From an optimization exercise on the open Yosys and OpenROAD flow, aimed at small area; shortcuts taken in it are not production practice. Function was checked by simulation only, so behaviour that the tests miss may differ from the original. In every run shown here, the design's own scripts or RTL, not TritonCTS, make the clock network. The clock input has no modelled driver; a real chip could not lean on it and would need a root buffer or a full tree. Power and IR drop assume default switching activity.

File: flow/flow/run.sh
#!/bin/bash
# The standard synthesis and layout, with these changes:
#  - before floorplan, every cell at its smallest drive strength (repair sizes up what
#    needs it) and each inverter that drives many gates as inv_2 (flow/pre_fp.tcl)
#  - minimum-size port buffers
#  - global routing keeps more of met1/met2 free for pin access (flow/fastroute.tcl)
#  - a clock tree built by flow/cts.tcl in place of the cts step
# Each step's output goes to a log of its own here; ORFS keeps its per-step logs under orfs/logs.
set -euo pipefail
W=$PWD
R=$W/orfs/results/sky130hd/dispatch_top/base
OPENROAD=$FLOW_HOME/../tools/install/OpenROAD/bin/openroad
[[ -x $OPENROAD ]] || OPENROAD=$(command -v openroad)
KNOBS=(
  PRE_FLOORPLAN_TCL=$W/flow/pre_fp.tcl
  "BUFFER_PORTS_ARGS=-buffer_cell sky130_fd_sc_hd__buf_1"
  FASTROUTE_TCL=$W/flow/fastroute.tcl
)
bash standard.sh synth > synth.log 2>&1
bash standard.sh "${KNOBS[@]}" place > place.log 2>&1
RESULTS_DIR=$R PLATFORM_DIR=$FLOW_HOME/platforms/sky130hd \
  LEAF_CMAX=80 LEAF_BUF=sky130_fd_sc_hd__clkbuf_16 \
  MID_CMAX=80 MID_BUF=sky130_fd_sc_hd__clkbuf_16 \
  $OPENROAD -no_init -exit $W/flow/cts.tcl > cts.log 2>&1
cp $R/4_1_cts.odb $R/4_cts.odb
touch $R/4_cts.sdc
bash standard.sh "${KNOBS[@]}" finish > route.log 2>&1
File: flow/flow/cts.tcl
# Clock tree for the placed design, in place of the flow's cts step.
# Recursive bisection: leaf buffers drive compact groups of flip-flops, upper
# levels drive groups of buffers, each buffer at its group's centroid. Then
# the same clean-up the flow's cts step does: legalize, repair timing, legalize.
# env: RESULTS_DIR PLATFORM_DIR LEAF_CMAX LEAF_BUF MID_CMAX MID_BUF (loads in fF)
set R $::env(RESULTS_DIR)
set P $::env(PLATFORM_DIR)
read_liberty $P/lib/sky130_fd_sc_hd__tt_025C_1v80.lib
read_db $R/3_place.odb
read_sdc $R/3_place.sdc
source $P/setRC.tcl
set_dont_use {sky130_fd_sc_hd__probe_p_8 sky130_fd_sc_hd__probec_p_8 sky130_fd_sc_hd__lpflow_*}

set block [ord::get_db_block]
set clknet [$block findNet clk]

set sinks {}
foreach it [$clknet getITerms] {
  set bb [[$it getInst] getBBox]
  lappend sinks [list $it [expr {([$bb xMin]+[$bb xMax])/2}] [expr {([$bb yMin]+[$bb yMax])/2}] 1.8]
}
puts "cts: [llength $sinks] sinks"

# estimated load of a group in fF: its pins plus a Steiner estimate of its wire
proc est_cap {items} {
  set xs [lmap i $items {lindex $i 1}]
  set ys [lmap i $items {lindex $i 2}]
  set h [expr {([tcl::mathfunc::max {*}$xs] - [tcl::mathfunc::min {*}$xs] + [tcl::mathfunc::max {*}$ys] - [tcl::mathfunc::min {*}$ys]) / 1000.0}]
  set c 0.0
  foreach i $items { set c [expr {$c + [lindex $i 3]}] }
  return [expr {$c + 0.215 * (0.35 * sqrt([llength $items]) * $h + 10.0)}]
}

# split {obj x y cap} items into groups of estimated load at most cmax fF,
# by median cuts across the wider side
proc bisect {items cmax} {
  if {[llength $items] <= 1 || [est_cap $items] <= $cmax} { return [list $items] }
  set xs [lmap i $items {lindex $i 1}]
  set ys [lmap i $items {lindex $i 2}]
  set dx [expr {[tcl::mathfunc::max {*}$xs] - [tcl::mathfunc::min {*}$xs]}]
  set dy [expr {[tcl::mathfunc::max {*}$ys] - [tcl::mathfunc::min {*}$ys]}]
  set k [expr {$dx >= $dy ? 1 : 2}]
  set sorted [lsort -integer -index $k $items]
  set half [expr {[llength $items] / 2}]
  return [concat [bisect [lrange $sorted 0 [expr {$half-1}]] $cmax] [bisect [lrange $sorted $half end] $cmax]]
}

set cnt 0
proc add_buf {master items level} {
  global block cnt
  incr cnt
  set m [[ord::get_db] findMaster $master]
  set inst [odb::dbInst_create $block $m "ctsbuf_L${level}_$cnt"]
  set net [odb::dbNet_create $block "ctsnet_L${level}_$cnt"]
  $net setSigType CLOCK
  set sx 0; set sy 0
  foreach i $items {
    set it [lindex $i 0]
    $it disconnect
    $it connect $net
    set sx [expr {$sx + [lindex $i 1]}]; set sy [expr {$sy + [lindex $i 2]}]
  }
  set cx [expr {$sx / [llength $items]}]; set cy [expr {$sy / [llength $items]}]
  [$inst findITerm X] connect $net
  $inst setLocation [expr {$cx - [$m getWidth]/2}] [expr {$cy - [$m getHeight]/2}]
  $inst setPlacementStatus PLACED
  return [list [$inst findITerm A] $cx $cy [expr {$master eq "sky130_fd_sc_hd__clkbuf_16" ? 7.4 : 3.9}]]
}

set level 0
set items $sinks
set cmax $::env(LEAF_CMAX)
set buf $::env(LEAF_BUF)
while {[llength $items] > 1} {
  set groups [bisect $items $cmax]
  if {[llength $groups] >= [llength $items]} { set groups [list $items] }
  set next {}
  foreach g $groups { lappend next [add_buf $buf $g $level] }
  puts "cts: level $level: [llength $groups] x $buf"
  set items $next
  incr level
  set cmax $::env(MID_CMAX)
  set buf $::env(MID_BUF)
}
# the root buffer's input stays on the clock port's net
[lindex [lindex $items 0] 0] connect $clknet

set_propagated_clock [all_clocks]
detailed_placement
estimate_parasitics -placement

proc clk_slew {} {
  set worst 0
  foreach pin [get_pins -hierarchical */CLK] {
    foreach e {rise fall} {
      foreach a {min max} {
        set ps [expr {[sta::time_ui_sta [get_property $pin slew_${a}_$e]]*1e12}]
        if {$ps > $worst} {set worst $ps}
      }
    }
  }
  return $worst
}
puts "cts: worst clock pin slew [clk_slew] ps"
report_clock_skew
report_worst_slack -min
report_worst_slack -max

repair_timing -verbose
detailed_placement
check_placement -verbose
estimate_parasitics -placement
puts "cts: after repair, worst clock pin slew [clk_slew] ps"
report_worst_slack -min
report_worst_slack -max
report_design_area

write_db $R/4_1_cts.odb
write_sdc -no_timestamp $R/4_cts.sdc
File: flow/flow/fastroute.tcl
# The platform's global routing setup, with less of met1 and met2 offered to the
# global router so that the detailed router keeps room there for pin access.
set_global_routing_layer_adjustment met1 0.5
set_global_routing_layer_adjustment met2 0.3
set_global_routing_layer_adjustment met3-$::env(MAX_ROUTING_LAYER) 0.2

set_routing_layers -clock $::env(MIN_CLK_ROUTING_LAYER)-$::env(MAX_ROUTING_LAYER)
set_routing_layers -signal $::env(MIN_ROUTING_LAYER)-$::env(MAX_ROUTING_LAYER)
File: flow/flow/pre_fp.tcl
# Before floorplanning: set every combinational cell to its smallest drive strength
# (timing repair later sizes up whatever needs it), except that an inverter driving
# many gates starts as inv_2.
set db [ord::get_db]
set n 0
set big 0
set inv4 [$db findMaster sky130_fd_sc_hd__inv_2]
foreach inst [[ord::get_db_block] getInsts] {
  set m [[$inst getMaster] getName]
  if {![regexp {^(sky130_fd_sc_hd__([a-z0-9]+))_([0-9]+)$} $m -> base fam sz]} continue
  if {[regexp {^(s?e?df|dl|conb|tap|fill|decap|diode)} $fam]} continue
  if {$fam eq "inv" || $fam eq "clkinv"} {
    set out [$inst findITerm Y]
    set net [$out getNet]
    if {$net ne "NULL" && [llength [$net getITerms]] > 16} {
      $inst swapMaster $inv4
      incr big
      continue
    }
  }
  if {$sz <= 1 || [regexp {^(clk|buf)} $fam]} continue
  set small [$db findMaster ${base}_1]
  if {$small eq "NULL"} continue
  $inst swapMaster $small
  incr n
}
puts "pre_fp: downsized $n cells, $big inverters set to inv_2"
File: flow/standard.sh
#!/bin/bash
# synth_recipe.tcl (not shown) runs the flow's synth.tcl, then flattens the netlist and writes it again
# the make line also repeats each setting of config.mk as NAME=value (left out here)
make -C /OpenROAD-flow-scripts/flow DESIGN_CONFIG=/design/flow/config.mk WORK_HOME=/design/flow/orfs CLKGATE_MAP_FILE= SYNTH_SCRIPT=/design/flow/synth_recipe.tcl "${@:-finish}"
File: flow/config.mk
export PLATFORM = sky130hd
export DESIGN_NAME = dispatch_top
export DESIGN_NICKNAME = dispatch_top
export VERILOG_FILES = /design/flow/design.v
export SDC_FILE = /design/flow/constraint.sdc
export NUM_CORES = 8
export LEC_CHECK = 0
export CAP_MARGIN = 10
export CORE_MARGIN = 2
export CORE_UTILIZATION = 35
export PLACE_DENSITY = 0.45
export SLEW_MARGIN = 10
export SYNTH_HIERARCHICAL = 1
export SYNTH_MINIMUM_KEEP_SIZE = 0
File: flow/constraint.sdc
create_clock -name core_clock -period 9.0 [get_ports {clk}]
set_input_delay 1.8000 -clock core_clock [delete_from_list [all_inputs] [get_ports {clk}]]
set_output_delay 1.8000 -clock core_clock [all_outputs]
set_load 0.01 [all_outputs]
File: flow/design.v
package dispatch_pkg;
    localparam int INST_WIDTH     = 32;
    localparam int ADDR_WIDTH     = 32;
    localparam int REG_WIDTH      = 32;
    localparam int INST_IDX_WIDTH = 5;
    localparam int REG_NUM        = 32;
    localparam int REG_IDX_WIDTH  = 5;
    localparam int UNIT_NUM       = 5;
    localparam int WB_NUM         = 4;
    localparam logic [31:0] MCAUSE_ILLEGAL_INSTR = 32'd2;
    localparam logic [4:0] OPC_LOAD     = 5'b00000;
    localparam logic [4:0] OPC_MISC_MEM = 5'b00011;
    localparam logic [4:0] OPC_OP_IMM   = 5'b00100;
    localparam logic [4:0] OPC_AUIPC    = 5'b00101;
    localparam logic [4:0] OPC_STORE    = 5'b01000;
    localparam logic [4:0] OPC_OP       = 5'b01100;
    localparam logic [4:0] OPC_LUI      = 5'b01101;
    localparam logic [4:0] OPC_BRANCH   = 5'b11000;
    localparam logic [4:0] OPC_JALR     = 5'b11001;
    localparam logic [4:0] OPC_JAL      = 5'b11011;
    localparam logic [4:0] OPC_SYSTEM   = 5'b11100;
    localparam logic [2:0] UNIT_ALU  = 3'd0;
    localparam logic [2:0] UNIT_LSU  = 3'd1;
    localparam logic [2:0] UNIT_MEXT = 3'd2;
    localparam logic [2:0] UNIT_CSR  = 3'd3;
    localparam logic [2:0] UNIT_SPU  = 3'd4;
endpackage
`timescale 1ns/1ps
module inst_decoder (
    input  logic [31:0] inst,
    output logic [4:0]  unit_oh,
    output logic        rd_en,
    output logic        use_rs1,
    output logic        use_rs2,
    output logic [31:0] imm
);
    logic [31:0] w;
    logic [4:0]  opcode;
    assign w      = inst;
    assign opcode = w[6:2];
    always_comb begin
        unit_oh = 5'b10000;
        rd_en   = 1'b1;
        use_rs1 = 1'b1;
        use_rs2 = 1'b0;
        imm     = '0;
        case (opcode)
            dispatch_pkg::OPC_LUI, dispatch_pkg::OPC_AUIPC: begin
                unit_oh = 5'b00001;
                use_rs1 = 1'b0;
                imm     = {w[31:12], 12'b0};
            end
            dispatch_pkg::OPC_JAL: begin
                unit_oh = 5'b00001;
                use_rs1 = 1'b0;
                imm     = {{11{w[31]}}, w[31], w[19:12], w[20], w[30:21], 1'b0};
            end
            dispatch_pkg::OPC_JALR, dispatch_pkg::OPC_OP_IMM, dispatch_pkg::OPC_MISC_MEM: begin
                unit_oh = 5'b00001;
                imm     = {{20{w[31]}}, w[31:20]};
            end
            dispatch_pkg::OPC_BRANCH: begin
                unit_oh = 5'b00001;
                rd_en   = 1'b0;
                use_rs2 = 1'b1;
                imm     = {{19{w[31]}}, w[31], w[7], w[30:25], w[11:8], 1'b0};
            end
            dispatch_pkg::OPC_LOAD: begin
                unit_oh = 5'b00010;
                imm     = {{20{w[31]}}, w[31:20]};
            end
            dispatch_pkg::OPC_STORE: begin
                unit_oh = 5'b00010;
                rd_en   = 1'b0;
                use_rs2 = 1'b1;
                imm     = {{20{w[31]}}, w[31:25], w[11:7]};
            end
            dispatch_pkg::OPC_OP: begin
                unit_oh = w[25] ? 5'b00100 : 5'b00001;
                use_rs2 = 1'b1;
            end
            dispatch_pkg::OPC_SYSTEM: begin
                unit_oh = 5'b01000;
                rd_en   = (w[14:12] != 3'b000);
                imm     = {{20{w[31]}}, w[31:20]};
            end
            default: begin
                rd_en = 1'b0;
            end
        endcase
    end
endmodule
`timescale 1ns/1ps
module reg_scoreboard (
    input  logic         clk,
    input  logic         rst_n,
    input  logic [31:1]  rel,
    input  logic [31:1]  set,
    output logic [31:1]  lock
);
    always_ff @(posedge clk or negedge rst_n) begin
        if (!rst_n) begin
            lock <= '0;
        end else begin
            lock <= ~rel & (lock | set);
        end
    end
endmodule
`timescale 1ns/1ps
module reg_file (
    input  logic         clk,
    input  logic         rst_n,
    input  logic [3:0]   wb_en,
    input  logic [19:0]  wb_idx,
    input  logic [127:0] wb_data,
    output logic [31:1]  wr_any,
    input  logic [4:0]   rs1,
    input  logic [4:0]   rs2,
    output logic [31:0]  rs1_val,
    output logic [31:0]  rs2_val
);
    logic [31:0] regs [1:31];
    logic [31:0] nxt  [1:31];
    logic [991:0] q;       
    logic [31:1] vld;
    logic [31:1] keep;
    logic [31:1] nwr0;
    logic [31:1] nwr1;
    logic [31:1] wr2;
    logic [31:1] wr3;
    logic [31:0] nd0;
    logic [31:0] nd1;
    logic [31:1] sel1;
    logic [31:1] sel2;
    logic [31:1] wr0;
    logic [31:1] wr1;
    logic [31:1] nwr2;
    logic [31:1] nwr3;
    logic [31:1] nsel1;
    logic [31:1] nsel2;
    for (genvar i = 1; i < 32; i++) begin : g_dec
        assign wr0[i]  =   wb_en[0] && (wb_idx[4:0]   == 5'(i));
        assign wr1[i]  =   wb_en[1] && (wb_idx[9:5]   == 5'(i));
        assign nwr2[i] = !(wb_en[2] && (wb_idx[14:10] == 5'(i)));
        assign nwr3[i] = !(wb_en[3] && (wb_idx[19:15] == 5'(i)));
        assign wr_any[i] = wr0[i] || wr1[i] || !nwr2[i] || !nwr3[i];
        assign nsel1[i] = !(vld[i] && (rs1 == 5'(i)));
        assign nsel2[i] = !(vld[i] && (rs2 == 5'(i)));
        rf_inv u_i0 (.a(wr0[i]),    .y(nwr0[i]));
        rf_inv u_i1 (.a(wr1[i]),    .y(nwr1[i]));
        rf_inv u_i2 (.a(nwr2[i]),   .y(wr2[i]));
        rf_inv u_i3 (.a(nwr3[i]),   .y(wr3[i]));
        rf_inv u_ik (.a(wr_any[i]), .y(keep[i]));
        rf_inv u_s1 (.a(nsel1[i]),  .y(sel1[i]));
        rf_inv u_s2 (.a(nsel2[i]),  .y(sel2[i]));
    end
    assign nd0 = ~wb_data[31:0];
    assign nd1 = ~wb_data[63:32];
    always_ff @(posedge clk or negedge rst_n) begin
        if (!rst_n) begin
            vld <= '0;
        end else begin
            vld <= vld | wr_any;
        end
    end
    for (genvar i = 1; i < 32; i++) begin : g_reg
        logic [31:0] x;
        for (genvar b = 0; b < 32; b++) begin : g_bit
            rf_aoi222 u_a (
                .a1 (wr2[i]), .a2 (wb_data[64 + b]),
                .b1 (wr3[i]), .b2 (wb_data[96 + b]),
                .c1 (keep[i]), .c2 (regs[i][b]),
                .y  (x[b])
            );
            rf_oai221 u_o (
                .a1 (nwr0[i]), .a2 (nd0[b]),
                .b1 (nwr1[i]), .b2 (nd1[b]),
                .c1 (x[b]),
                .y  (nxt[i][b])
            );
        end
        always_ff @(posedge clk) begin
            regs[i] <= nxt[i];
        end
        assign q[(i-1)*32 +: 32] = regs[i];
    end
    rf_read u_r1 (.sel(sel1), .q(q), .val(rs1_val));
    rf_read u_r2 (.sel(sel2), .q(q), .val(rs2_val));
endmodule
module rf_read (
    input  logic [31:1] sel,
    input  logic [991:0] q,      
    output logic [31:0] val
);
    for (genvar b = 0; b < 32; b++) begin : g_bit
        logic [9:0] p;
        for (genvar k = 0; k < 10; k++) begin : g_grp
            rf_aoi222 u_a (
                .a1 (sel[3*k + 1]), .a2 (q[(3*k + 0)*32 + b]),
                .b1 (sel[3*k + 2]), .b2 (q[(3*k + 1)*32 + b]),
                .c1 (sel[3*k + 3]), .c2 (q[(3*k + 2)*32 + b]),
                .y  (p[k])
            );
        end
        assign val[b] = ~(&p) | (sel[31] & q[30*32 + b]);
    end
endmodule
module rf_aoi222 (
    input  logic a1, a2, b1, b2, c1, c2,
    output logic y
);
    assign y = ~((a1 & a2) | (b1 & b2) | (c1 & c2));
endmodule
module rf_oai221 (
    input  logic a1, a2, b1, b2, c1,
    output logic y
);
    assign y = ~((a1 | a2) & (b1 | b2) & c1);
endmodule
module rf_inv (
    input  logic a,
    output logic y
);
    assign y = ~a;
endmodule
`timescale 1ns/1ps
module dispatch_top (
    input  logic         clk,
    input  logic         rst_n,
    input  logic         fetch_vld,
    input  logic [31:0]  fetch_inst,
    input  logic [31:0]  fetch_pc,
    input  logic [4:0]   fetch_tag,
    output logic         fetch_rdy,
    output logic [31:0]  issue_inst,
    output logic [31:0]  issue_pc,
    output logic [4:0]   issue_tag,
    output logic [4:0]   issue_rd,
    output logic         issue_rd_en,
    output logic [31:0]  issue_imm,
    output logic [31:0]  issue_rs1_val,
    output logic [31:0]  issue_rs2_val,
    output logic [4:0]   issue_vld,
    input  logic [4:0]   issue_rdy,
    output logic         trap_en,
    output logic [31:0]  trap_cause,
    input  logic [3:0]   wb_en,
    input  logic [19:0]  wb_idx,
    input  logic [127:0] wb_data,
    input  logic         instret_we,
    input  logic [63:0]  instret_wdata,
    output logic [63:0]  instret
);
    logic        s_vld;
    logic [31:0] s_inst;
    logic [31:0] s_pc;
    logic [4:0]  s_tag;
    logic        run_q;
    logic [4:0]  s_unit;
    logic        s_rd_en;
    logic        s_use_rs1_unused;
    logic        s_use_rs2_unused;
    logic [4:0]  s_rd;
    logic        f_rd_en;
    logic        f_use_rs1;
    logic        f_use_rs2;
    logic [4:0]  f_rs1;
    logic [4:0]  f_rs2;
    logic [4:0]  f_rd;
    logic        s_rdy;
    logic        s_free;
    logic        fire;
    logic        accept;
    logic [31:1] lock;
    logic [31:1] pend;       
    logic [31:1] s_dst;      
    logic [31:1] rel;        
    logic        hz1, hz2, hzd;
    inst_decoder u_sdec (
        .inst    (s_inst),
        .unit_oh (s_unit),
        .rd_en   (s_rd_en),
        .use_rs1 (s_use_rs1_unused),
        .use_rs2 (s_use_rs2_unused),
        .imm     (issue_imm)
    );
    logic [4:0] f_op;
    assign f_op      = fetch_inst[6:2];
    assign f_use_rs1 = !(f_op == dispatch_pkg::OPC_LUI || f_op == dispatch_pkg::OPC_AUIPC
                      || f_op == dispatch_pkg::OPC_JAL);
    assign f_use_rs2 =  (f_op == dispatch_pkg::OPC_OP || f_op == dispatch_pkg::OPC_STORE
                      || f_op == dispatch_pkg::OPC_BRANCH);
    always_comb begin
        case (f_op)
            dispatch_pkg::OPC_LUI, dispatch_pkg::OPC_AUIPC, dispatch_pkg::OPC_JAL,
            dispatch_pkg::OPC_JALR, dispatch_pkg::OPC_OP_IMM, dispatch_pkg::OPC_MISC_MEM,
            dispatch_pkg::OPC_LOAD, dispatch_pkg::OPC_OP:
                f_rd_en = 1'b1;
            dispatch_pkg::OPC_SYSTEM:
                f_rd_en = (fetch_inst[14:12] != 3'b000);
            default:
                f_rd_en = 1'b0;
        endcase
    end
    assign s_rd  = s_inst[11:7];
    assign f_rs1 = fetch_inst[19:15];
    assign f_rs2 = fetch_inst[24:20];
    assign f_rd  = fetch_inst[11:7];
    assign issue_vld   = s_vld ? s_unit : 5'b0;
    assign s_rdy       = |(issue_rdy & s_unit);
    assign fire        = s_vld && s_rdy;
    assign s_free      = !s_vld || s_rdy;
    assign issue_inst  = s_inst;
    assign issue_pc    = s_pc;
    assign issue_tag   = s_tag;
    assign issue_rd    = s_rd;
    assign issue_rd_en = s_rd_en;
    assign trap_en    = s_unit[4];
    assign trap_cause = {30'b0, s_unit[4], 1'b0};
    for (genvar i = 1; i < 32; i++) begin : g_dec
        assign s_dst[i] = s_vld && s_rd_en && (s_rd == 5'(i));
    end
    assign pend = lock | s_dst;
    assign hz1 = f_use_rs1 && (f_rs1 != 5'd0) && pend[f_rs1];
    assign hz2 = f_use_rs2 && (f_rs2 != 5'd0) && pend[f_rs2];
    assign hzd = f_rd_en   && (f_rd  != 5'd0) && pend[f_rd];
    always_ff @(posedge clk or negedge rst_n) begin
        if (!rst_n) begin
            run_q <= 1'b0;
        end else begin
            run_q <= 1'b1;
        end
    end
    assign fetch_rdy = run_q && s_free && !hz1 && !hz2 && !hzd;
    assign accept    = fetch_vld && fetch_rdy;
    always_ff @(posedge clk or negedge rst_n) begin
        if (!rst_n) begin
            s_vld <= 1'b0;
        end else begin
            s_vld <= accept || (s_vld && !s_rdy);
        end
    end
    always_ff @(posedge clk) begin
        if (s_free) begin
            s_inst <= fetch_inst;
            s_pc   <= fetch_pc;
            s_tag  <= fetch_tag;
        end
    end
    logic [7:0]  ir_all;     
    logic [8:0]  ir_cb;      
    logic [63:0] ir_c;       
    logic [63:0] ir_sum;
    assign ir_cb[0] = accept;
    for (genvar k = 0; k < 8; k++) begin : g_irblk
        assign ir_all[k]  = &instret[k*8 +: 8];
        assign ir_cb[k+1] = ir_cb[k] && ir_all[k];
        assign ir_c[k*8]  = ir_cb[k];
        for (genvar i = 1; i < 8; i++) begin : g_irbit
            assign ir_c[k*8 + i] = ir_c[k*8 + i - 1] && instret[k*8 + i - 1];
        end
    end
    assign ir_sum = instret ^ ir_c;
    always_ff @(posedge clk or negedge rst_n) begin
        if (!rst_n) begin
            instret <= 64'd0;
        end else if (instret_we) begin
            instret <= instret_wdata;
        end else begin
            instret <= ir_sum;
        end
    end
    reg_scoreboard u_sb (
        .clk   (clk),
        .rst_n (rst_n),
        .rel   (rel),
        .set   (s_dst & {31{s_rdy}}),
        .lock  (lock)
    );
    reg_file u_rf (
        .clk     (clk),
        .rst_n   (rst_n),
        .wb_en   (wb_en),
        .wb_idx  (wb_idx),
        .wb_data (wb_data),
        .wr_any  (rel),
        .rs1     (s_inst[19:15]),
        .rs2     (s_inst[24:20]),
        .rs1_val (issue_rs1_val),
        .rs2_val (issue_rs2_val)
    );
endmodule
==> flow_summary.json, run 1 <==
{
  "tightest_slew_ns": 1.42,
  "p_int_mw": 10.4,
  "critical_path_arrival_ns": 5.94,
  "fin_cells": 8441,
  "final_area_um2": 68000,
  "holdCritPathClass": "reg -> reg",
  "die_y_um": 420,
  "fp.dieArea_um2": 176000,
  "dpl_cell_area_um2": 65600,
  "antenna_found_initial": 44,
  "slew_viol_final": 0,
  "combPwrFrac_pct": 30.0,
  "dp_cells": 8324,
  "dp_slack_ns": 2.09,
  "io_pins": 568,
  "die_w_um": 420,
  "wl_mm": 447,
  "vdd_drop_max_mv": 0.126,
  "grt_max_degree": 73,
  "r2r_cells": 19,
  "remaining_drc_errors": 0,
  "crit_required_ns": 7.20,
  "slew_headroom_pct": 5.19,
  "drive_above_1_share_pct": 8.24,
  "clock_skew_ns": 0.0291,
  "p_clk_share_pct": 23.4,
  "startpoint_type": "flip-flop",
  "area_delta_synth_final_pct": 12.2,
  "worstSetupPathType": "reg -> out",
  "final.setup.tns_ns": 0,
  "switching_share_pct": 38.8,
  "cellPowerDensity_nw_per_um2": 251,
  "synth_area_per_cell_um2": 11.0,
  "p_seq_share_pct": 46.6,
  "hold_slack_ns": 0.494,
  "yosysWarnings": 13,
  "start_util_pct": 35.3,
  "dr.pass1.iters": 17,
  "crit_fanout": 32,
  "grt-ovfl-total": 0,
  "r2r_setup_slack_ns": 2.49,
  "fin_crit_sh_pct": 86.0,
  "fmax_mhz": 129,
  "io_buffers": 536,
  "setup_violations": 0,
  "first_global_vias": 77900,
  "design.final.nets": 6460,
  "wl_per_cell_um": 53.0,
  "netlist_area_um2": 60600,
  "power.total_mw": 17.1,
  "rows": 152,
  "hpwl_mm": 251,
  "vias_per_cell": 9.05,
  "vias": 76400,
  "finalHoldViolations": 0,
  "status": "timing/DRC/antenna clean",
  "timing.final.ws_setup_ns": 1.26,
  "track_usage_pct": 57.8,
  "final_antenna_net_count": 0,
  "min_period_ns": 7.74,
  "rsz0062_at_grt": "false",
  "cap_violations": 0,
  "drt-initial-drc-count": 17200,
  "place.gp.congestion": 1.09,
  "fin_util_pct": 39.6,
  "switchingPower_mw": 6.62,
  "clk_pin_slew_ns": 0.08,
  "grt_pass1_wl_mm": 608,
  "synth_cells": 5485,
  "worstSetupEndpointType": "output port",
  "power.leakage_nw": 23.3,
  "hold-path-cell-count": 1,
  "clock_latency_ns": 0.89,
  "core-area_um2": 172000
}
-- state kept, by name, indices dropped and copies added (netlist names) --
| signal | cells |
|---|---|
| u_sb.lock | 31 |
| s_inst | 32 |
| s_vld | 1 |
| u_rf.regs | 992 |
| instret | 64 |
| s_tag | 5 |
| u_rf.vld | 31 |
| s_pc | 32 |
| run_q | 1 |
-- layer usage --
| metal | global-route usage, % | wire [µm] | vias to the layer above |
|---|---|---|---|
| met5 | 15.5 | 3160 | - |
| li1 | - | - | 28400 |
| met1 | 73.4 | 150000 | 37500 |
| met2 | 71.5 | 169000 | 8114 |
| met4 | 36.2 | 35900 | 96 |
| met3 | 45.5 | 88900 | 2256 |
-- path summary, 6_finish.rpt --
path | startpoint | end
max in group asynchronous | rst_n | u_sb.lock[23]$_DFF_PN0_
setup reg to reg | s_inst[4]$_DFFE_PN_ | instret[14]$_DFF_PN0_
setup / recovery | s_inst[20]$_DFFE_PN_ | issue_rs2_val[10]
hold / removal | u_sb.lock[1]$_DFF_PN0_ | u_sb.lock[1]$_DFF_PN0_
min in group asynchronous | rst_n | instret[51]$_DFF_PN0_
hold reg to reg | u_sb.lock[1]$_DFF_PN0_ | u_sb.lock[1]$_DFF_PN0_
-- critical path: stages (launching register included) --
cell	delay, ns
edfxtp_1	0.75
buf_4	0.33
nor2b_1	0.60
nor2b_1	0.79
nand3_1	0.18
inv_2	0.97
a222oi_1	0.22
nand4_1	0.47
a2111o_1	0.47
buf_1	0.21
-- cells in the final DEF, fill, tap and decap left out, types with 59 or more instances in the layout --
master	n
a222oi_1	1633
o221ai_1	994
dfxtp_1	992
buf_1	492
inv_2	278
nand2_1	195
nand4_1	170
dfrtp_1	128
nor2_1	119
clkbuf_16	90
nand3_1	88
buf_4	84
edfxtp_1	69
a2111o_1	64
mux2_1	59
ha_1	59
-- final cells by class --
class,count,area (µm²)
Fill cell,17300,104000
Multi-Input combinational cell,3904,33800
Sequential cell,1189,25100
Tap cell,2310,2890
Timing Repair Buffer,621,2720
Buffer,90,2250
Inverter,301,1130
Antenna cell,26,65.1
-- power groups by stage --
stage / clock network (mW) / logic [mW] / registers [mW]
floorplan: 0 / 2.84 / 7.63
global placement: 0 / 4.70 / 7.95
detailed placement: 0 / 4.77 / 7.96
global route: 4.15 / 5.28 / 8.06
finish: 3.99 / 5.12 / 7.95
==> run 2: changes to the inputs <==
--- a/flow/flow/run.sh
+++ b/flow/flow/run.sh
@@ -5,5 +5,7 @@
 #  - minimum-size port buffers
 #  - global routing keeps more of met1/met2 free for pin access (flow/fastroute.tcl)
-#  - a clock tree built by flow/cts.tcl in place of the cts step
+#  - a clock tree of buf_12 built by flow/cts.tcl in place of the cts step; there, an
+#    input port buffer that drives a single buffer takes over that buffer
+#  - antennas repaired with margin after global routing (flow/post_grt.tcl)
 # Each step's output goes to a log of its own here; ORFS keeps its per-step logs under orfs/logs.
 set -euo pipefail
@@ -16,10 +18,11 @@
   "BUFFER_PORTS_ARGS=-buffer_cell sky130_fd_sc_hd__buf_1"
   FASTROUTE_TCL=$W/flow/fastroute.tcl
+  POST_GLOBAL_ROUTE_TCL=$W/flow/post_grt.tcl
 )
 bash standard.sh synth > synth.log 2>&1
 bash standard.sh "${KNOBS[@]}" place > place.log 2>&1
 RESULTS_DIR=$R PLATFORM_DIR=$FLOW_HOME/platforms/sky130hd \
-  LEAF_CMAX=80 LEAF_BUF=sky130_fd_sc_hd__clkbuf_16 \
-  MID_CMAX=80 MID_BUF=sky130_fd_sc_hd__clkbuf_16 \
+  LEAF_CMAX=80 LEAF_BUF=sky130_fd_sc_hd__buf_12 \
+  MID_CMAX=120 MID_BUF=sky130_fd_sc_hd__buf_12 \
   $OPENROAD -no_init -exit $W/flow/cts.tcl > cts.log 2>&1
 cp $R/4_1_cts.odb $R/4_cts.odb
--- a/flow/flow/cts.tcl
+++ b/flow/flow/cts.tcl
@@ -14,4 +14,32 @@
 set block [ord::get_db_block]
 set clknet [$block findNet clk]
+
+# An input port's buffer whose only load is another buffer: the port buffer takes that
+# buffer's size and its loads, and the second buffer goes.
+set merged 0
+foreach b [$block getInsts] {
+  set bm [$b getMaster]
+  if {![string match "sky130_fd_sc_hd__buf_*" [$bm getName]]} continue
+  set nin [[$b findITerm A] getNet]
+  if {$nin eq "NULL" || [llength [$nin getBTerms]] > 0 || [llength [$nin getITerms]] != 2} continue
+  set drv [$nin getFirstOutput]
+  if {$drv eq "NULL"} continue
+  set a [$drv getInst]
+  if {![string match "sky130_fd_sc_hd__buf_*" [[$a getMaster] getName]]} continue
+  set ain [[$a findITerm A] getNet]
+  if {$ain eq "NULL" || [llength [$ain getBTerms]] == 0} continue
+  set nout [[$b findITerm X] getNet]
+  if {$nout eq "NULL" || [llength [$nout getBTerms]] > 0} continue
+  if {[$bm getWidth] > [[$a getMaster] getWidth]} { $a swapMaster $bm }
+  foreach it [$nout getITerms] {
+    if {[$it getInst] eq $b} continue
+    $it disconnect
+    $it connect $nin
+  }
+  odb::dbInst_destroy $b
+  odb::dbNet_destroy $nout
+  incr merged
+}
+puts "cts: merged $merged buffers into input port buffers"
 
 set sinks {}
@@ -32,16 +60,17 @@
 }
 
-# split {obj x y cap} items into groups of estimated load at most cmax fF,
-# by median cuts across the wider side
+# split {obj x y cap} items into groups of estimated load at most cmax fF: cut
+# across the wider side into two parts sized for a whole number of groups each
 proc bisect {items cmax} {
-  if {[llength $items] <= 1 || [est_cap $items] <= $cmax} { return [list $items] }
+  set c [est_cap $items]
+  if {[llength $items] <= 1 || $c <= $cmax} { return [list $items] }
+  set k [expr {max(2, int(ceil($c / $cmax)))}]
   set xs [lmap i $items {lindex $i 1}]
   set ys [lmap i $items {lindex $i 2}]
   set dx [expr {[tcl::mathfunc::max {*}$xs] - [tcl::mathfunc::min {*}$xs]}]
   set dy [expr {[tcl::mathfunc::max {*}$ys] - [tcl::mathfunc::min {*}$ys]}]
-  set k [expr {$dx >= $dy ? 1 : 2}]
-  set sorted [lsort -integer -index $k $items]
-  set half [expr {[llength $items] / 2}]
-  return [concat [bisect [lrange $sorted 0 [expr {$half-1}]] $cmax] [bisect [lrange $sorted $half end] $cmax]]
+  set sorted [lsort -integer -index [expr {$dx >= $dy ? 1 : 2}] $items]
+  set cut [expr {max(1, min([llength $items] - 1, ([llength $items] * ($k / 2)) / $k))}]
+  return [concat [bisect [lrange $sorted 0 [expr {$cut-1}]] $cmax] [bisect [lrange $sorted $cut end] $cmax]]
 }
 
@@ -65,5 +94,7 @@
   $inst setLocation [expr {$cx - [$m getWidth]/2}] [expr {$cy - [$m getHeight]/2}]
   $inst setPlacementStatus PLACED
-  return [list [$inst findITerm A] $cx $cy [expr {$master eq "sky130_fd_sc_hd__clkbuf_16" ? 7.4 : 3.9}]]
+  set incap [dict create sky130_fd_sc_hd__clkbuf_8 3.9 sky130_fd_sc_hd__clkbuf_16 7.4 \
+    sky130_fd_sc_hd__buf_8 7.0 sky130_fd_sc_hd__buf_12 9.2 sky130_fd_sc_hd__buf_16 13.6]
+  return [list [$inst findITerm A] $cx $cy [dict get $incap $master]]
 }
 
==> flow/flow/post_grt.tcl (new file) <==
# After global routing: repair antennas once more, with margin, so that the detailed
# router's own antenna repair rarely has to route again. Diodes are not logic cells.
repair_antennas -iterations 3 -ratio_margin 20
check_placement -verbose
==> run 2 against run 1 <==
Effect of this change:
- wire length is 0.25% lower
- utilization is 0.42 points lower
- via count is 0.15% lower
- final cell count is 0.23% lower
- synthesized cell count stayed put
- combinational power hardly changed
==> flow_summary.json, run 2 <==
{
  "worstSetupPathType": "reg -> out",
  "yosysWarnings": 13,
  "cap_violations": 0,
  "vdd_drop_max_mv": 0.177,
  "grt-ovfl-total": 0,
  "final_cell_mix": "a222oi_1, o221ai_1, dfxtp_1",
  "reg_top3": "u_rf.regs (992), instret (64)",
  "met1_usage_pct": 73.5,
  "p_seq_share_pct": 47.9,
  "holdCritPathClass": "reg -> reg",
  "die_y_um": 420,
  "status": "timing/DRC/antenna clean",
  "power.total_mw": 16.6,
  "final_common_cell": "a222oi_1",
  "fmax_mhz": 129,
  "tightest_slew_ns": 1.38,
  "netlist_area_um2": 60600,
  "hpwl_mm": 251,
  "rows": 152,
  "ff_latch_area_um2": 25100,
  "core-area_um2": 172000,
  "p_clk_share_pct": 21.2,
  "crit_required_ns": 7.20,
  "worstSetupEndpointType": "output port",
  "power.leakage_nw": 22.9,
  "final_antenna_net_count": 0,
  "place.gp.congestion": 1.09,
  "drive_above_1_share_pct": 8.11,
  "combPwrFrac_pct": 30.9,
  "area_delta_synth_final_pct": 11.0,
  "grt-busiest-layer": "met1",
  "finalHoldViolations": 0,
  "startpoint_type": "flip-flop",
  "start_util_pct": 35.3,
  "first_global_vias": 77600,
  "clock_skew_ns": 0.0921,
  "synth_area_per_cell_um2": 11.0,
  "clk_pin_slew_ns": 0.06,
  "io_buffers": 536,
  "dr.pass1.iters": 20,
  "clock_latency_ns": 0.74,
  "slew_viol_final": 0,
  "design.final.nets": 6423,
  "grt_pass1_wl_mm": 608,
  "min_period_ns": 7.76,
  "switchingPower_mw": 6.60,
  "dp_slack_ns": 2.09,
  "switching_share_pct": 39.8,
  "p_int_mw": 9.98,
  "drt-initial-drc-count": 17700,
  "io_pins": 568,
  "wl_mm": 446,
  "synth_cells": 5485,
  "cellPowerDensity_nw_per_um2": 247,
  "final.setup.tns_ns": 0,
  "remaining_drc_errors": 0,
  "critical_path_arrival_ns": 5.96,
  "fillers": 17400,
  "use_met3_pct": 45.1,
  "antenna_found_initial": 48,
  "grt_use_met2_pct": 71.4,
  "vias": 76300,
  "timing.final.ws_setup_ns": 1.24,
  "fin_crit_sh_pct": 86.2,
  "multi_input_area_um2": 33800,
  "vias_per_cell": 9.06,
  "crit_fanout": 32,
  "die_w_um": 420,
  "slew_headroom_pct": 6.58,
  "wl_per_cell_um": 53.0,
  "grt_max_degree": 73,
  "fp.dieArea_um2": 176000,
  "track_usage_pct": 57.8,
  "setup_violations": 0,
  "regMostFlops": "u_rf.regs",
  "largest_register_ffs": 992
}
[run 2: final timing paths]
kind / from / endpoint / slack, ns / depth (start not counted)
min reg2reg: u_sb.lock[1]$_DFF_PN0_ / u_sb.lock[1]$_DFF_PN0_ / 0.48 / 1
max: s_inst[20]$_DFFE_PN_ / issue_rs2_val[0] / 1.24 / 9
max reg2reg: s_inst[4]$_DFFE_PN_ / instret[30]$_DFF_PN0_ / 2.40 / 19
max in group asynchronous: rst_n / u_sb.lock[14]$_DFF_PN0_ / 6.77 / 2
min: u_sb.lock[1]$_DFF_PN0_ / u_sb.lock[1]$_DFF_PN0_ / 0.48 / 1
min in group asynchronous: rst_n / instret[49]$_DFF_PN0_ / 1.01 / 1
[run 2: stage by stage]
stage          utilization [%]  instance area [µm²]  instances  hold slack (ns)
2_1_floorplan                -                60700       5515            0.460
3_3_place_gp              38.2                65600       8324            0.479
3_5_place_dp              38.2                65600       8324            0.480
6_report                  39.2                67200       8422            0.483
[run 2: power by group through the flow]
stage	clock, mW	combinational, mW	sequential, mW
2_1_floorplan	0	2.84	7.63
3_3_place_gp	0	4.70	7.95
3_5_place_dp	0	4.77	7.96
6_report	3.51	5.12	7.95
[run 2: critical path, stage by stage (launching register included)]
cell,delay (ns)
edfxtp_1,0.76
buf_4,0.34
nor2b_1,0.59
nor2b_1,0.88
nand3_1,0.18
inv_2,0.99
a222oi_1,0.55
nand4_1,0.26
a2111o_1,0.13
buf_1,0.55
[run 2: metal layers]
layer  part of all wire (%)  routed length, µm
met2                     38             170000
met5                   0.85               3780
met3                     20              87000
met1                     34             150000
met4                    7.9              35400
[run 2: layout make-up]
| cell class | instances | area share (%) |
|---|---|---|
| antenna | 44 | 0.164 |
| buffer | 77 | 2.29 |
| inverter | 301 | 1.68 |
| multi-input combinational | 3904 | 50.2 |
| sequential | 1189 | 37.4 |
| tap | 2310 | 4.30 |
| timing repair buffer | 597 | 3.96 |
==> run 3: changes to the inputs <==
--- a/flow/design.v
+++ b/flow/design.v
@@ -94,11 +94,11 @@
 module reg_scoreboard (
     input  logic         clk,
-    input  logic         rst_n,
+    input  logic         clr,
     input  logic [31:1]  rel,
     input  logic [31:1]  set,
     output logic [31:1]  lock
 );
-    always_ff @(posedge clk or negedge rst_n) begin
-        if (!rst_n) begin
+    always_ff @(posedge clk) begin
+        if (clr) begin
             lock <= '0;
         end else begin
@@ -110,5 +110,5 @@
 module reg_file (
     input  logic         clk,
-    input  logic         rst_n,
+    input  logic         clr,
     input  logic [3:0]   wb_en,
     input  logic [19:0]  wb_idx,
@@ -123,5 +123,4 @@
     logic [31:0] nxt  [1:31];
     logic [991:0] q;       
-    logic [31:1] vld;
     logic [31:1] keep;
     logic [31:1] nwr0;
@@ -139,4 +138,5 @@
     logic [31:1] nsel1;
     logic [31:1] nsel2;
+    logic [31:1] nkeep;
     for (genvar i = 1; i < 32; i++) begin : g_dec
         assign wr0[i]  =   wb_en[0] && (wb_idx[4:0]   == 5'(i));
@@ -145,11 +145,12 @@
         assign nwr3[i] = !(wb_en[3] && (wb_idx[19:15] == 5'(i)));
         assign wr_any[i] = wr0[i] || wr1[i] || !nwr2[i] || !nwr3[i];
-        assign nsel1[i] = !(vld[i] && (rs1 == 5'(i)));
-        assign nsel2[i] = !(vld[i] && (rs2 == 5'(i)));
+        assign nkeep[i] = wr_any[i] || clr;
+        assign nsel1[i] = !(rs1 == 5'(i));
+        assign nsel2[i] = !(rs2 == 5'(i));
         rf_inv u_i0 (.a(wr0[i]),    .y(nwr0[i]));
         rf_inv u_i1 (.a(wr1[i]),    .y(nwr1[i]));
         rf_inv u_i2 (.a(nwr2[i]),   .y(wr2[i]));
         rf_inv u_i3 (.a(nwr3[i]),   .y(wr3[i]));
-        rf_inv u_ik (.a(wr_any[i]), .y(keep[i]));
+        rf_inv u_ik (.a(nkeep[i]),  .y(keep[i]));
         rf_inv u_s1 (.a(nsel1[i]),  .y(sel1[i]));
         rf_inv u_s2 (.a(nsel2[i]),  .y(sel2[i]));
@@ -157,11 +158,4 @@
     assign nd0 = ~wb_data[31:0];
     assign nd1 = ~wb_data[63:32];
-    always_ff @(posedge clk or negedge rst_n) begin
-        if (!rst_n) begin
-            vld <= '0;
-        end else begin
-            vld <= vld | wr_any;
-        end
-    end
     for (genvar i = 1; i < 32; i++) begin : g_reg
         logic [31:0] x;
@@ -373,5 +367,5 @@
     reg_scoreboard u_sb (
         .clk   (clk),
-        .rst_n (rst_n),
+        .clr   (!run_q),
         .rel   (rel),
         .set   (s_dst & {31{s_rdy}}),
@@ -380,5 +374,5 @@
     reg_file u_rf (
         .clk     (clk),
-        .rst_n   (rst_n),
+        .clr     (!run_q),
         .wb_en   (wb_en),
         .wb_idx  (wb_idx),
--- a/flow/flow/run.sh
+++ b/flow/flow/run.sh
@@ -5,6 +5,8 @@
 #  - minimum-size port buffers
 #  - global routing keeps more of met1/met2 free for pin access (flow/fastroute.tcl)
-#  - a clock tree of buf_12 built by flow/cts.tcl in place of the cts step; there, an
-#    input port buffer that drives a single buffer takes over that buffer
+#  - flow/cts.tcl in place of the cts step: it removes the buffers that timing-driven
+#    placement added inside the design and repairs slew and capacitance again; an input
+#    port buffer that drives a single buffer takes over that buffer; then it builds a
+#    clock tree of buf_12
 #  - antennas repaired with margin after global routing (flow/post_grt.tcl)
 # Each step's output goes to a log of its own here; ORFS keeps its per-step logs under orfs/logs.
@@ -22,5 +24,5 @@
 bash standard.sh synth > synth.log 2>&1
 bash standard.sh "${KNOBS[@]}" place > place.log 2>&1
-RESULTS_DIR=$R PLATFORM_DIR=$FLOW_HOME/platforms/sky130hd \
+RESULTS_DIR=$R PLATFORM_DIR=$FLOW_HOME/platforms/sky130hd SLEW_MARGIN=10 CAP_MARGIN=10 \
   LEAF_CMAX=80 LEAF_BUF=sky130_fd_sc_hd__buf_12 \
   MID_CMAX=120 MID_BUF=sky130_fd_sc_hd__buf_12 \
--- a/flow/flow/cts.tcl
+++ b/flow/flow/cts.tcl
@@ -14,4 +14,28 @@
 set block [ord::get_db_block]
 set clknet [$block findNet clk]
+
+# Buffers that timing-driven placement left on nets that neither come from nor go to a
+# port: remove them, then let repair_design put back only what slew and capacitance need.
+set removed 0
+foreach b [$block getInsts] {
+  set mn [[$b getMaster] getName]
+  if {![regexp {^sky130_fd_sc_hd__(clk)?buf_\d+$} $mn]} continue
+  set nin [[$b findITerm A] getNet]
+  set nout [[$b findITerm X] getNet]
+  if {$nin eq "NULL" || $nout eq "NULL"} continue
+  if {[llength [$nin getBTerms]] > 0 || [llength [$nout getBTerms]] > 0} continue
+  if {$nin eq $clknet || $nout eq $clknet} continue
+  foreach it [$nout getITerms] {
+    if {[$it getInst] eq $b} continue
+    $it disconnect
+    $it connect $nin
+  }
+  odb::dbInst_destroy $b
+  odb::dbNet_destroy $nout
+  incr removed
+}
+puts "cts: removed $removed buffers"
+estimate_parasitics -placement
+repair_design -slew_margin $::env(SLEW_MARGIN) -cap_margin $::env(CAP_MARGIN)
 
 # An input port's buffer whose only load is another buffer: the port buffer takes that
==> flow/flow/post_grt.tcl (replaced) <==
# After global routing: repair antennas once more, with margin, so that the detailed
# router's own antenna repair rarely has to route again. Diodes are not logic cells.
repair_antennas -iterations 3 -ratio_margin 50
check_placement -verbose
==> run 3 against run 2 <==
Effect of this change:
- critical path depth is 2 higher
- flip-flop and latch count is 31 lower
- highest routed layer unchanged
- global-route usage grew 0.50 points
- critical endpoint is now fetch_rdy
- critical path type is now in -> out
- synthesized cell count rose by 0.29%
- still clean
==> flow_summary.json, run 3 <==
{
  "startpoint_type": "input port",
  "design.final.nets": 6404,
  "crit_fanout": 14,
  "place.gp.congestion": 1.05,
  "start_util_pct": 35.3,
  "regMostFlops": "u_rf.regs",
  "holdCritPathClass": "reg -> reg",
  "vias": 75900,
  "p_seq_share_pct": 48.7,
  "cp_top_family": "compound AO/OA/AOI/OAI gates",
  "switchingPower_mw": 4.56,
  "antenna_found_initial": 49,
  "status": "timing/DRC/antenna clean",
  "final.setup.tns_ns": 0,
  "rows": 151,
  "drt-initial-drc-count": 17700,
  "synth_cells": 5501,
  "die_y_um": 417,
  "area_delta_synth_final_pct": 11.6,
  "worstSetupEndpointType": "output port",
  "worstSetupPathType": "in -> out",
  "fmax_mhz": 125,
  "yosysWarnings": 13,
  "core-area_um2": 169000,
  "switching_share_pct": 37.8,
  "critPathMostFrequentCell": "buf_1",
  "critical_path_arrival_ns": 6.22,
  "final_cell_mix": "a222oi_1, dfxtp_1, o221ai_1",
  "die_w_um": 417,
  "p_int_mw": 7.51,
  "max_stage_delay_ns": 0.86,
  "fp.dieArea_um2": 174000,
  "grt_max_degree": 73,
  "io_buffers": 536,
  "io_pins": 568,
  "p_clk_share_pct": 29.4,
  "largest_register_ffs": 992,
  "first_global_vias": 77600,
  "remaining_drc_errors": 0,
  "fin_crit_sh_pct": 89.1,
  "cellPowerDensity_nw_per_um2": 181,
  "drive_above_1_share_pct": 7.67,
  "grt-ovfl-total": 0,
  "final_common_cell": "a222oi_1",
  "setup_violations": 0,
  "hold_slack_ns": 0.493,
  "wl_per_cell_um": 52.8,
  "clk_pin_slew_ns": 0.08,
  "netlist_area_um2": 59800,
  "combPwrFrac_pct": 21.9,
  "clock_latency_ns": 0.73,
  "final_antenna_net_count": 0,
  "min_period_ns": 8.02,
  "dr.pass1.iters": 15,
  "track_usage_pct": 58.3,
  "vdd_drop_max_mv": 0.107,
  "wl_mm": 445,
  "slew_viol_final": 0,
  "power.leakage_nw": 22.2,
  "cpMaxStageDelayCell": "a211oi_1",
  "grt_pass1_wl_mm": 606,
  "synth_area_per_cell_um2": 10.9,
  "hpwl_mm": 244,
  "clock_skew_ns": 0.0627,
  "crit_required_ns": 7.20,
  "path_buf_inv": 3,
  "tightest_slew_ns": 1.44,
  "cap_violations": 0,
  "critical_path.cell_chain": "buf_1, clkinv_1, ha_1, xor2_1, mux2_1, o21ai_0, a221oi_1, a211oi_1, o32ai_1, nor2_1, buf_1",
  "slew_headroom_pct": 3.97,
  "finalHoldViolations": 0,
  "vias_per_cell": 9.00,
  "reg_top3": "u_rf.regs (992), instret (64)"
}
## run 3: stage by stage
step | instances | power [mW] | worst slack [ns] | instance area (µm²) | util (%)
3_3_place_gp | 8277 | 8.42 | 1.16 | 64900 | 38.3
2_1_floorplan | 5531 | 7.02 | 1.92 | 59900 | -
3_5_place_dp | 8277 | 8.43 | 1.18 | 64900 | 38.3
6_report | 8428 | 12.1 | 0.982 | 66700 | 39.4
## run 3: worst min-delay path, delay by kind of cell (launching register included)
family           cells  cell delay, ns
DFF                  1            0.32
and+or+nand+nor      2            0.13
## run 3: area by class of cell
cell class | count | area [µm²]
Fill cell | 16900 | 103000
Multi-Input combinational cell | 3944 | 33800
Sequential cell | 1158 | 24200
Tap cell | 2218 | 2780
Timing Repair Buffer | 567 | 2740
Buffer | 81 | 1620
Inverter | 299 | 1130
Antenna cell | 161 | 403
## run 3: power groups by stage
stage | logic, mW | registers [mW] | clock network [mW]
after floorplan | 1.14 | 5.88 | 0
after global placement | 2.49 | 5.93 | 0
after detailed placement | 2.50 | 5.93 | 0
final | 2.65 | 5.88 | 3.55
## run 3: final timing paths
path	to	startpoint	depth (start not counted)	slack [ns]
worst min-delay path	u_sb.lock[13]$_SDFF_PP0_	u_sb.lock[13]$_SDFF_PP0_	2	0.49
worst max register to register	instret[6]$_DFF_PN0_	s_inst[5]$_DFFE_PN_	19	2.44
worst min register to register	u_sb.lock[13]$_SDFF_PP0_	u_sb.lock[13]$_SDFF_PP0_	2	0.49
min in group asynchronous	instret[53]$_DFF_PN0_	rst_n	1	0.91
max in group asynchronous	instret[13]$_DFF_PN0_	rst_n	2	7.54
worst max-delay path	fetch_rdy	fetch_inst[7]	11	0.98
## run 3: routing by layer
| metal | global-route usage [%] | vias up | wire, µm |
|---|---|---|---|
| met5 | 16.9 | - | 2430 |
| met4 | 39.6 | 94 | 38100 |
| met3 | 46.3 | 2364 | 89100 |
| met2 | 71.4 | 8018 | 167000 |
| met1 | 72.5 | 36900 | 148000 |
| li1 | - | 28400 | - |
==> run 4: changes to the inputs <==
--- a/flow/flow/cts.tcl
+++ b/flow/flow/cts.tcl
@@ -16,5 +16,6 @@
 
 # Buffers that timing-driven placement left on nets that neither come from nor go to a
-# port: remove them, then let repair_design put back only what slew and capacitance need.
+# port: remove them, then let repair_design put back only what slew and capacitance need,
+# with buffers no larger than buf_4.
 set removed 0
 foreach b [$block getInsts] {
@@ -37,5 +38,7 @@
 puts "cts: removed $removed buffers"
 estimate_parasitics -placement
+set_dont_use {sky130_fd_sc_hd__buf_6 sky130_fd_sc_hd__buf_8 sky130_fd_sc_hd__buf_12 sky130_fd_sc_hd__buf_16 sky130_fd_sc_hd__clkbuf_8 sky130_fd_sc_hd__clkbuf_16 sky130_fd_sc_hd__bufbuf_8 sky130_fd_sc_hd__bufbuf_16}
 repair_design -slew_margin $::env(SLEW_MARGIN) -cap_margin $::env(CAP_MARGIN)
+unset_dont_use {sky130_fd_sc_hd__buf_6 sky130_fd_sc_hd__buf_8 sky130_fd_sc_hd__buf_12 sky130_fd_sc_hd__buf_16 sky130_fd_sc_hd__clkbuf_8 sky130_fd_sc_hd__clkbuf_16 sky130_fd_sc_hd__bufbuf_8 sky130_fd_sc_hd__bufbuf_16}
 
 # An input port's buffer whose only load is another buffer: the port buffer takes that
==> run 4 against run 3 <==
Effect of this change:
- still clean on timing, DRC and antenna
- utilization fell by 0.18 points
- via count rose by 0.71%
- synthesized area did not move
- final cell count rose by 0.42%
- worst hold slack improved by 0.0011 ns
- power fell by 0.20%
- global-route usage barely moved
- critical path type unchanged
- largest cell class unchanged
==> flow_summary.json, run 4 <==
{
  "tightest_slew_ns": 1.45,
  "netlist_area_um2": 59800,
  "power.leakage_nw": 22.0,
  "die_y_um": 417,
  "clock_skew_ns": 0.0554,
  "power.total_mw": 12.0,
  "remaining_drc_errors": 0,
  "synth_cells": 5501,
  "core-area_um2": 169000,
  "yosysWarnings": 13,
  "slew_headroom_pct": 3.38,
  "drt-initial-drc-count": 18100,
  "crit_fanout": 14,
  "final_common_cell": "a222oi_1",
  "ff_latch_area_um2": 24200,
  "grt_pass1_wl_mm": 606,
  "fillers": 17000,
  "cellPowerDensity_nw_per_um2": 182,
  "track_usage_pct": 58.3,
  "wl_mm": 446,
  "crit_required_ns": 7.20,
  "reg_top3": "u_rf.regs (992), instret (64)",
  "fmax_mhz": 125,
  "vias": 76400,
  "cap_violations": 0,
  "fp.dieArea_um2": 174000,
  "vdd_drop_max_mv": 0.108,
  "setup_violations": 0,
  "critical_path_arrival_ns": 6.19,
  "grt_max_degree": 73,
  "dr.pass1.iters": 15,
  "status": "timing/DRC/antenna clean",
  "worstSetupPathType": "in -> out",
  "final_antenna_net_count": 0,
  "largest_register_ffs": 992,
  "fin_cells": 8463,
  "final_cell_mix": "a222oi_1, dfxtp_1, o221ai_1",
  "multi_input_area_um2": 33800,
  "clk_pin_slew_ns": 0.08,
  "die_w_um": 417,
  "fin_util_pct": 39.2,
  "design.final.nets": 6402,
  "final.setup.tns_ns": 0,
  "synth_area_per_cell_um2": 10.9,
  "hpwl_mm": 244,
  "min_period_ns": 7.99,
  "fin_crit_sh_pct": 88.8,
  "dp_cells": 8277,
  "first_global_vias": 77600,
  "worstSetupEndpointType": "output port",
  "io_buffers": 536,
  "finalHoldViolations": 0,
  "vias_per_cell": 9.03,
  "place.gp.congestion": 1.05,
  "clock_latency_ns": 0.75,
  "drive_above_1_share_pct": 7.64,
  "grt-ovfl-total": 0,
  "io_pins": 568,
  "area_delta_synth_final_pct": 11.0,
  "antenna_found_initial": 48,
  "wl_per_cell_um": 52.7,
  "rows": 151,
  "regMostFlops": "u_rf.regs",
  "slew_viol_final": 0,
  "startpoint_type": "input port",
  "holdCritPathClass": "reg -> reg",
  "start_util_pct": 35.3
}
[run 4: final cells by class]
cell class                 instances  area share (%)
multi-input combinational       3944            50.9
timing repair buffer             565            3.52
buffer                            81            2.44
tap                             2218            4.18
sequential                      1158            36.5
antenna                          198           0.746
inverter                         299            1.70
[run 4: critical path: stages]
cell      delay, ns
buf_1          0.52
clkinv_1       0.49
ha_1           0.44
xor2_1         0.63
mux2_1         0.37
o21ai_0        0.14
a221oi_1       0.12
a211oi_1       0.85
o32ai_1        0.43
nor2_1         0.19
buf_1          0.19
[run 4: power breakdown]
| group | leakage (nW) | switching, mW | internal, mW |
|---|---|---|---|
| clock | 0.762 | 2.14 | 1.41 |
| combinational | 11.4 | 2.07 | 0.557 |
| sequential | 9.80 | 0.349 | 5.53 |
| total | 22.0 | 4.55 | 7.49 |
[run 4: metrics by stage]
stage,area (µm²),hold slack [ns],setup slack [ns]
after floorplan,59900,0.453,1.92
after global placement,64900,0.483,1.16
after detailed placement,64900,0.486,1.18
final,66400,0.494,1.01
[run 4: path summary, 6_finish.rpt]
path,cells after the start,endpoint,startpoint,slack (ns)
min reg2reg,2,u_sb.lock[13]$_SDFF_PP0_,u_sb.lock[13]$_SDFF_PP0_,0.49
min,2,u_sb.lock[13]$_SDFF_PP0_,u_sb.lock[13]$_SDFF_PP0_,0.49
max in group asynchronous,2,instret[24]$_DFF_PN0_,rst_n,7.12
max reg2reg,19,instret[30]$_DFF_PN0_,s_inst[6]$_DFFE_PN_,1.91
max,11,fetch_rdy,fetch_inst[7],1.01
min in group asynchronous,1,instret[53]$_DFF_PN0_,rst_n,0.89
[run 4: layer usage]
metal | GRT usage [%] | vias to the layer above | share of wire [%]
li1 | - | 28500 | -
met1 | 72.7 | 37300 | 33
met2 | 71.3 | 8180 | 38
met3 | 46.0 | 2369 | 20
met4 | 39.8 | 104 | 8.4
met5 | 18.2 | - | 0.53
==> run 5: changes to the inputs <==
--- a/flow/flow/run.sh
+++ b/flow/flow/run.sh
@@ -25,5 +25,5 @@
 bash standard.sh "${KNOBS[@]}" place > place.log 2>&1
 RESULTS_DIR=$R PLATFORM_DIR=$FLOW_HOME/platforms/sky130hd SLEW_MARGIN=10 CAP_MARGIN=10 \
-  LEAF_CMAX=80 LEAF_BUF=sky130_fd_sc_hd__buf_12 \
+  LEAF_CMAX=88 LEAF_BUF=sky130_fd_sc_hd__buf_12 \
   MID_CMAX=120 MID_BUF=sky130_fd_sc_hd__buf_12 \
   $OPENROAD -no_init -exit $W/flow/cts.tcl > cts.log 2>&1
==> run 5 against run 4 <==
Effect of this change:
- highest routed layer unchanged
- sequential share of layout area is 0.10 points higher
- critical endpoint unchanged
- largest power group unchanged
- maximum frequency is 0.90% higher
- register-to-register slack better by 0.26 ns
- global-route usage is 0.11 points lower
- wire length is 0.21% lower
- first-iteration DRC count is 1.1% lower
- worst hold slack better by 0.00066 ns
- final area is 0.28% lower
==> flow_summary.json, run 5 <==
{
  "status": "timing/DRC/antenna clean",
  "wl_per_cell_um": 52.8,
  "setup_violations": 0,
  "min_period_ns": 7.92,
  "drive_above_1_share_pct": 7.56,
  "fin_crit_sh_pct": 88.0,
  "slew_headroom_pct": 2.81,
  "yosysWarnings": 13,
  "rows": 151,
  "cellPowerDensity_nw_per_um2": 179,
  "grt_pass1_wl_mm": 606,
  "cap_violations": 0,
  "final_cell_mix": "a222oi_1, dfxtp_1, o221ai_1",
  "slew_viol_final": 0,
  "clk_pin_slew_ns": 0.07,
  "final_area_um2": 66200,
  "cpMaxStageDelayCell": "a211oi_1",
  "synth_area_per_cell_um2": 10.9,
  "remaining_drc_errors": 0,
  "regMostFlops": "u_rf.regs",
  "tightest_slew_ns": 1.46,
  "grt-ovfl-total": 0,
  "power.leakage_nw": 22.0,
  "hpwl_mm": 244,
  "grt_max_degree": 73,
  "worstSetupPathType": "in -> out",
  "wl_mm": 445,
  "first_global_vias": 77500,
  "die_y_um": 417,
  "design.final.nets": 6396,
  "area_delta_synth_final_pct": 10.7,
  "fmax_mhz": 126,
  "core-area_um2": 169000,
  "track_usage_pct": 58.2,
  "worstSetupEndpointType": "output port",
  "reg_top3": "u_rf.regs (992), instret (64)",
  "clock_skew_ns": 0.0778,
  "largest_register_ffs": 992,
  "fp.dieArea_um2": 174000,
  "final.setup.tns_ns": 0,
  "max_stage_delay_ns": 0.80,
  "antenna_found_initial": 48,
  "critical_path_arrival_ns": 6.12,
  "clock_latency_ns": 0.76,
  "place.gp.congestion": 1.05,
  "io_buffers": 536,
  "crit_fanout": 14,
  "critical_path.cell_chain": "buf_1, clkinv_1, ha_1, xor2_1, mux2_1, o21ai_0, a221oi_1, a211oi_1, o32ai_1, nor2_1, buf_1",
  "final_antenna_net_count": 0,
  "finalHoldViolations": 0,
  "vdd_drop_max_mv": 0.151,
  "cp_top_family": "compound AO/OA/AOI/OAI gates",
  "io_pins": 568,
  "path_buf_inv": 3,
  "vias": 76000,
  "synth_cells": 5501,
  "critPathMostFrequentCell": "buf_1",
  "fillers": 17000,
  "netlist_area_um2": 59800,
  "drt-initial-drc-count": 17900,
  "dr.pass1.iters": 19,
  "holdCritPathClass": "reg -> reg",
  "die_w_um": 417,
  "vias_per_cell": 9.03,
  "crit_required_ns": 7.20,
  "start_util_pct": 35.3,
  "final_common_cell": "a222oi_1",
  "dpl_cell_area_um2": 64900,
  "startpoint_type": "input port"
}
-- run 5: report_power, final --
group / internal, mW / total (mW) / switching, mW
clock network: 1.25 / 3.33 / 2.08
logic: 0.562 / 2.63 / 2.07
registers: 5.53 / 5.88 / 0.350
-- run 5: final timing paths --
path                                                  to  depth (start not counted)                startpoint  slack (ns)
worst min register to register  u_sb.lock[13]$_SDFF_PP0_                          2  u_sb.lock[13]$_SDFF_PP0_        0.49
min in group asynchronous          instret[53]$_DFF_PN0_                          1                     rst_n        0.93
worst max-delay path                           fetch_rdy                         11             fetch_inst[7]        1.08
max in group asynchronous           instret[3]$_DFF_PN0_                          2                     rst_n        7.09
worst max register to register      instret[6]$_DFF_PN0_                         19       s_inst[6]$_DFFE_PN_        2.17
worst min-delay path            u_sb.lock[13]$_SDFF_PP0_                          2  u_sb.lock[13]$_SDFF_PP0_        0.49
-- run 5: area by class of cell --
class	count	area, µm²	share of cell area, %
Multi-Input combinational cell	3944	33800	51.1
Antenna cell	163	408	0.616
Tap cell	2218	2780	4.19
Buffer	72	1440	2.18
Sequential cell	1158	24200	36.6
Timing Repair Buffer	568	2420	3.65
Inverter	299	1130	1.71
-- run 5: metrics by stage --
step	total power, mW	utilization, %	setup WS (ns)	instances	hold slack, ns
2_1_floorplan	7.02	-	1.92	5531	0.453
3_3_place_gp	8.42	38.3	1.16	8277	0.483
3_5_place_dp	8.43	38.3	1.18	8277	0.486
6_report	11.8	39.1	1.08	8422	0.495
-- run 5: routing by layer --
layer	up-vias	part of all wire (%)	global-route usage (%)
met3	2388	20	46.1
met5	-	0.63	19.2
met4	100	8.6	39.8
met1	37000	33	72.6
met2	8159	38	70.8
li1	28400	-	-
-- run 5: worst reg2reg max path: cells and delay by family (launching register included) --
kind	cells	cell delay, ns
compound gates	5	2.23
fa+ha+maj	7	1.43
simple gates	4	1.38
mux	2	0.84
flops	1	0.60
buf+inv	1	0.22

-- afterwards: timing with drivers on the ports --
The flow's constraints put no driver on any port. The routed layouts listed below were extracted and timed again, unchanged, in two steps.
Step 1 assumes that a clkbuf_16 drives the clock port and a buf_2 every other input.
Step 2 adds t to the input delays and takes it off the output delays; t is the mean of the earliest and latest rising clock arrival at the registers after step 1. Input paths then give back, and output paths get back, about the clock's delay inside the block.
Slacks: no drivers / after step 1 / after step 2; pairs: no drivers / after step 1.
run	t, ns	setup slack, ns	hold slack, ns
run 1	1.000	1.259 / 1.154 / 1.982	0.494 / 0.494 / 0.494
run 2	0.821	1.240 / 1.136 / 1.957	0.483 / 0.483 / 0.483
run 3	0.815	0.982 / 0.926 / 0.926	0.493 / 0.493 / 0.493
run 4	0.824	1.012 / 0.953 / 0.953	0.494 / 0.494 / 0.494
run 5	0.821	1.083 / 1.029 / 1.029	0.495 / 0.495 / 0.495
After both steps every run listed still meets setup and hold. For run 4, which loses most, drivers alone change the setup slack by -0.059 ns; drivers and shift together by -0.059 ns.
